This is an optimization exercise on Yosys and OpenROAD, whose aim is small area and a short achievable clock period, not a production implementation. In this exercise RTL edits were held to simulation tests only and were not proved equivalent to the original. Power and IR drop assume default switching activity. No driver is modelled on the clock port, so clocking that relies on it looks cheaper here than on a real chip.

==> job 5311: inputs <==
==> flow/design.v <==
package rf_pkg;
  localparam int unsigned DataWidth = 32;
  localparam int unsigned IntgWidth = 7;
  localparam int unsigned WordWidth = DataWidth + IntgWidth;
  localparam int unsigned AddrWidth = 5;
  localparam logic [IntgWidth*DataWidth-1:0] IntgMask = {
    32'h0810_2040,   
    32'h0408_1020,
    32'h0204_0810,
    32'h8102_0408,
    32'h4081_0204,
    32'h2040_8102,
    32'h1020_4081    
  };
endpackage
module rf_intg_check (
  input  logic [rf_pkg::WordWidth-1:0] word_i,
  output logic                         err_o
);
  logic [rf_pkg::DataWidth-1:0] data;
  logic [rf_pkg::IntgWidth-1:0] intg;
  logic [rf_pkg::IntgWidth-1:0] intg_calc;
  assign data = word_i[rf_pkg::DataWidth-1:0];
  assign intg = word_i[rf_pkg::WordWidth-1:rf_pkg::DataWidth];
  always_comb begin
    for (int k = 0; k < rf_pkg::IntgWidth; k++) begin
      intg_calc[k] = ^(data & rf_pkg::IntgMask[32*k +: 32]);
    end
  end
  assign err_o = (intg_calc != intg);
endmodule
module rf_regs #(
  parameter int unsigned NumRegs = 32
) (
  input  logic                         clk_i,
  input  logic                         rst_ni,
  input  logic                         we_i,
  input  logic [rf_pkg::AddrWidth-1:0] waddr_i,
  input  logic [rf_pkg::WordWidth-1:0] wdata_i,
  input  logic                         re_i,
  input  logic [rf_pkg::AddrWidth-1:0] raddr_i,
  output logic [rf_pkg::WordWidth-1:0] rdata_o
);
  logic [rf_pkg::WordWidth-1:0] regs_q [1:NumRegs-1];
  logic [NumRegs-1:1]           valid_q;
  logic [NumRegs-1:1]           we_dec;
  logic [NumRegs-1:1]           re_dec;
  for (genvar i = 1; i < NumRegs; i++) begin : gen_regs
    assign we_dec[i] = we_i & (waddr_i == rf_pkg::AddrWidth'(i));
    always_ff @(posedge clk_i or negedge rst_ni) begin
      if (!rst_ni) begin
        valid_q[i] <= 1'b0;
      end else if (we_dec[i]) begin
        valid_q[i] <= 1'b1;
      end
    end
    always_ff @(posedge clk_i) begin
      if (we_dec[i]) begin
        regs_q[i] <= wdata_i;
      end
    end
  end
  always_comb begin
    rdata_o = '0;
    for (int i = 1; i < NumRegs; i++) begin
      re_dec[i] = re_i & valid_q[i] & (raddr_i == rf_pkg::AddrWidth'(i));
      rdata_o   = rdata_o | ({rf_pkg::WordWidth{re_dec[i]}} & regs_q[i]);
    end
  end
endmodule
module rf_ctrl (
  input  logic                         clk_i,
  input  logic                         rst_ni,
  input  logic                         acc_req_i,
  input  logic                         acc_we_i,
  output logic                         acc_gnt_o,
  output logic                         acc_rvalid_o,
  output logic [rf_pkg::DataWidth-1:0] acc_rdata_o,
  output logic                         acc_err_o,
  output logic                         core_sleep_o,
  output logic                         alert_major_o,
  output logic                         rf_we_o,
  output logic                         rf_re_o,
  input  logic [rf_pkg::WordWidth-1:0] rf_rdata_i
);
  logic                         gnt;
  logic                         rvalid_q;
  logic [rf_pkg::WordWidth-1:0] rword_q;
  logic                         intg_err;
  logic                         alert_q;
  assign gnt       = acc_req_i & ~rvalid_q;
  assign acc_gnt_o = gnt;
  assign rf_we_o = gnt & acc_we_i;
  assign rf_re_o = gnt & ~acc_we_i;
  always_ff @(posedge clk_i or negedge rst_ni) begin
    if (!rst_ni) begin
      rvalid_q <= 1'b0;
      rword_q  <= '0;
    end else begin
      rvalid_q <= gnt;
      rword_q  <= rf_rdata_i;
    end
  end
  rf_intg_check u_intg_check (
    .word_i(rword_q),
    .err_o (intg_err)
  );
  assign acc_rvalid_o = rvalid_q;
  assign acc_rdata_o  = rword_q[rf_pkg::DataWidth-1:0];
  assign acc_err_o    = intg_err;
  always_ff @(posedge clk_i or negedge rst_ni) begin
    if (!rst_ni) begin
      alert_q <= 1'b0;
    end else begin
      alert_q <= alert_q | intg_err;
    end
  end
  assign alert_major_o = alert_q;
  assign core_sleep_o  = ~acc_req_i & ~rvalid_q;
endmodule
module rf_top #(
  parameter int unsigned NumRegs = 32
) (
  input  logic                         clk_i,
  input  logic                         rst_ni,
  input  logic                         acc_req_i,
  output logic                         acc_gnt_o,
  input  logic                         acc_we_i,
  input  logic [rf_pkg::AddrWidth-1:0] acc_addr_i,
  input  logic [rf_pkg::DataWidth-1:0] acc_wdata_i,
  input  logic [rf_pkg::IntgWidth-1:0] acc_wintg_i,
  output logic                         acc_rvalid_o,
  output logic [rf_pkg::DataWidth-1:0] acc_rdata_o,
  output logic                         acc_err_o,
  output logic                         core_sleep_o,
  output logic                         alert_major_o
);
  logic                         rf_we;
  logic                         rf_re;
  logic [rf_pkg::WordWidth-1:0] rf_rdata;
  rf_ctrl u_ctrl (
    .clk_i        (clk_i),
    .rst_ni       (rst_ni),
    .acc_req_i    (acc_req_i),
    .acc_we_i     (acc_we_i),
    .acc_gnt_o    (acc_gnt_o),
    .acc_rvalid_o (acc_rvalid_o),
    .acc_rdata_o  (acc_rdata_o),
    .acc_err_o    (acc_err_o),
    .core_sleep_o (core_sleep_o),
    .alert_major_o(alert_major_o),
    .rf_we_o      (rf_we),
    .rf_re_o      (rf_re),
    .rf_rdata_i   (rf_rdata)
  );
  rf_regs #(
    .NumRegs(NumRegs)
  ) u_regs (
    .clk_i  (clk_i),
    .rst_ni (rst_ni),
    .we_i   (rf_we),
    .waddr_i(acc_addr_i),
    .wdata_i({acc_wintg_i, acc_wdata_i}),
    .re_i   (rf_re),
    .raddr_i(acc_addr_i),
    .rdata_o(rf_rdata)
  );
endmodule
==> flow/flow/run.sh <==
#!/bin/bash
# Standard layout, with
# - the final ABC mapping of synthesis aimed at area (flow/synth_area.tcl),
# - the port buffers made plain buffers,
# - clock tree synthesis without dummy loads,
# - the timing repair aimed at a slack margin so it works below the 15 ns
#   constraint.
# All tool output goes to standard.log here and ORFS's logs under orfs/logs.
set -euo pipefail
export AREA_ABC=$(pwd)/flow/area.abc
bash standard.sh \
  SYNTH_SCRIPT=$(pwd)/flow/synth_area.tcl \
  SETUP_SLACK_MARGIN=8.8 \
  "CTS_ARGS=-sink_clustering_enable -repair_clock_nets -dont_use_dummy_load -sink_clustering_size 30 -sink_clustering_max_diameter 80 -buf_list sky130_fd_sc_hd__clkbuf_16" \
  "BUFFER_PORTS_ARGS=-buffer_cell sky130_fd_sc_hd__buf_2" \
  finish > standard.log 2>&1
==> flow/flow/area.abc <==
&get -n
&st
&dc2
&syn3
&dc2
&syn3
&dch -f
&nf -a -R 1000
&put
==> flow/flow/synth_area.tcl <==
# The standard synthesis (synth_recipe.tcl), except that the final ABC
# mapping uses an area-oriented script (area.abc, named by AREA_ABC)
proc synth {args} { yosys synth -nofsm -noshare {*}$args }
proc abc {args} {
  set i [lsearch -exact $args -script]
  if { $i >= 0 } {
    lset args [expr { $i + 1 }] $::env(AREA_ABC)
  }
  yosys abc {*}$args
}
source $::env(SCRIPTS_DIR)/synth.tcl
# left out here: clear keep_hierarchy, flatten, clean up, hide names made inside functions, write 1_2_yosys.v
==> flow/standard.sh <==
#!/bin/bash
# synth_recipe.tcl (not shown) runs the flow's synth.tcl, then flattens the netlist and writes it again
# the make line also repeats each setting of config.mk as NAME=value (left out here)
make -C /OpenROAD-flow-scripts/flow DESIGN_CONFIG=/design/flow/config.mk WORK_HOME=/design/flow/orfs CLKGATE_MAP_FILE= SYNTH_SCRIPT=/design/flow/synth_recipe.tcl "${@:-finish}"
==> flow/config.mk <==
export PLATFORM = sky130hd
export DESIGN_NAME = rf_top
export DESIGN_NICKNAME = rf_top
export VERILOG_FILES = /design/flow/design.v
export SDC_FILE = /design/flow/constraint.sdc
export NUM_CORES = 4
export LEC_CHECK = 0
export CAP_MARGIN = 0
export CORE_MARGIN = 2
export CORE_UTILIZATION = 55
export CTS_BUF_LIST = sky130_fd_sc_hd__clkbuf_16
export CTS_CLUSTER_DIAMETER = 80
export CTS_CLUSTER_SIZE = 30
export SLEW_MARGIN = 0
==> flow/constraint.sdc <==
create_clock -name core_clock -period 15.0 [get_ports {clk_i}]
set_input_delay 3.0000 -clock core_clock [delete_from_list [all_inputs] [get_ports {clk_i}]]
set_output_delay 3.0000 -clock core_clock [all_outputs]
set_load 0.01 [all_outputs]
==> inputs of job 5153, as changes to job 5311 <==
- CAP_MARGIN: 0 -> 10
- GPL_TIMING_DRIVEN: unset -> 0
- SLEW_MARGIN: 0 -> 10
==> inputs of job 8552, as changes to job 5311 <==
==> flow/flow/run.sh (replaced) <==
#!/bin/bash
# Standard layout, with
# - the final ABC mapping of synthesis aimed at area (flow/synth_area.tcl),
# - the port buffers made plain buffers,
# - the timing repair aimed at a slack margin so it works below the 15 ns
#   constraint.
# All tool output goes to standard.log here and ORFS's logs under orfs/logs.
set -euo pipefail
export AREA_ABC=$(pwd)/flow/area.abc
bash standard.sh \
  SYNTH_SCRIPT=$(pwd)/flow/synth_area.tcl \
  SETUP_SLACK_MARGIN=8.5 \
  "BUFFER_PORTS_ARGS=-buffer_cell sky130_fd_sc_hd__buf_2" \
  finish > standard.log 2>&1
==> flow/flow/area.abc (replaced) <==
&get -n
&st
&dc2
&syn3
&dch -f
&nf -a -R 1000
&put
- CAP_MARGIN: 0 -> 30
- CORE_UTILIZATION: 55 -> 40
- SLEW_MARGIN: 0 -> 30
==> qor summary <==
Compound-gate portion of the synthesized area: job 5311 0.09553; job 5153 0.09553; job 8552 0.1060
Power in combinational cells: job 5311 0.000122 W; job 5153 0.000133 W; job 8552 0.000125 W
Inserted tap cell count: job 5311 1060; job 5153 1060; job 8552 1500
Layout filler cell count: job 5311 5785; job 5153 5456; job 8552 9480
Latest clock arrival within the worst-skew pair: job 5311 0.67 ns; job 5153 0.66 ns; job 8552 0.67 ns
Initial antenna violation count: job 5311 5; job 5153 5; job 8552 12
Detailed-routed wire length on met2: job 5311 69290 microns; job 5153 72600 microns; job 8552 71810 microns
Sequential share of power: job 5311 0.695; job 5153 0.692; job 8552 0.678
Dpl cells: job 5311 3419; job 5153 3544; job 8552 3852
All-Layer GR Usage: job 5311 0.3435; job 5153 0.3465; job 8552 0.2512
Minimum hold slack: job 5311 0.4750 ns; job 5153 0.4784 ns; job 8552 0.4837 ns
Crit-path max cell delay: job 5311 0.12 ns; job 5153 0.12 ns; job 8552 0.13 ns
Fraction of area in clock buffers and inverters: job 5311 0.02627; job 5153 0.02492; job 8552 0.03186
Area of the placeable core: job 5311 80810 sq um; job 5153 80810 sq um; job 8552 112200 sq um
Synthesized netlist net count: job 5311 2285; job 5153 2285; job 8552 2274
Routed wire length on met3: job 5311 17060 microns; job 5153 17090 microns; job 8552 16680 microns
Setup repair after global routing missed its margin: job 5311 true; job 5153 true; job 8552 false
Global routing met3 resource utilization: job 5311 0.05676; job 5153 0.06227; job 8552 0.05323
Worst Tran Pin Value: job 5311 1.275 ns; job 5153 1.139 ns; job 8552 1.086 ns
Total number of nets in the final design: job 5311 2462; job 5153 2586; job 8552 2455
Mean routed wirelength per cell: job 5311 41.88 microns; job 5153 40.81 microns; job 8552 37.77 microns
Met1 wire length: job 5311 54480 microns; job 5153 52260 microns; job 8552 54530 microns
DR vias: job 5311 25790; job 5153 26110; job 8552 25590
Final Power: job 5311 0.005678 W; job 5153 0.005700 W; job 8552 0.005824 W
Result of the run: job 5311 timing/DRC/antenna clean; job 5153 timing/DRC/antenna clean; job 8552 timing/DRC/antenna clean
Number of logic inverters in the finished layout: job 5311 0; job 5153 0; job 8552 1
Clock skew after layout: job 5311 0.05482 ns; job 5153 0.05590 ns; job 8552 0.02856 ns

## what the ideal ports hide
How much do the figures lean on ideal ports? The routed layouts below were timed once more, with nothing changed but the port constraints.
Step 1: set_driving_cell puts a clkbuf_16 on clk_i and a buf_2 on each other input, an assumption about the parent block.
Step 2 times the ports against the registers' clock, not the clock port: input delays grow and output delays shrink by t, the midpoint of the rising clock arrivals with the driver on.
a / b / c = ideal ports / drivers / drivers and shift; a / b = the first two.
| run | t, ns | setup slack, ns | latest minus earliest clock arrival (ns) | worst data-port slew with drivers (ns) | pins driven straight from the clock port |
|---|---|---|---|---|---|
| job 5311 | 0.713 | 8.668 / 8.629 / 8.545 | 0.056 / 0.056 | 0.13 | 1 |
| job 5153 | 0.709 | 8.663 / 8.610 / 8.490 | 0.061 / 0.062 | 0.11 | 1 |
| job 8552 | 0.724 | 8.643 / 8.621 / 8.621 | 0.039 / 0.039 | 0.13 | 1 |
After both steps setup and hold are still met in every run listed. For job 5153, which loses most, drivers alone change the setup slack by -0.053 ns; drivers and shift together by -0.173 ns.
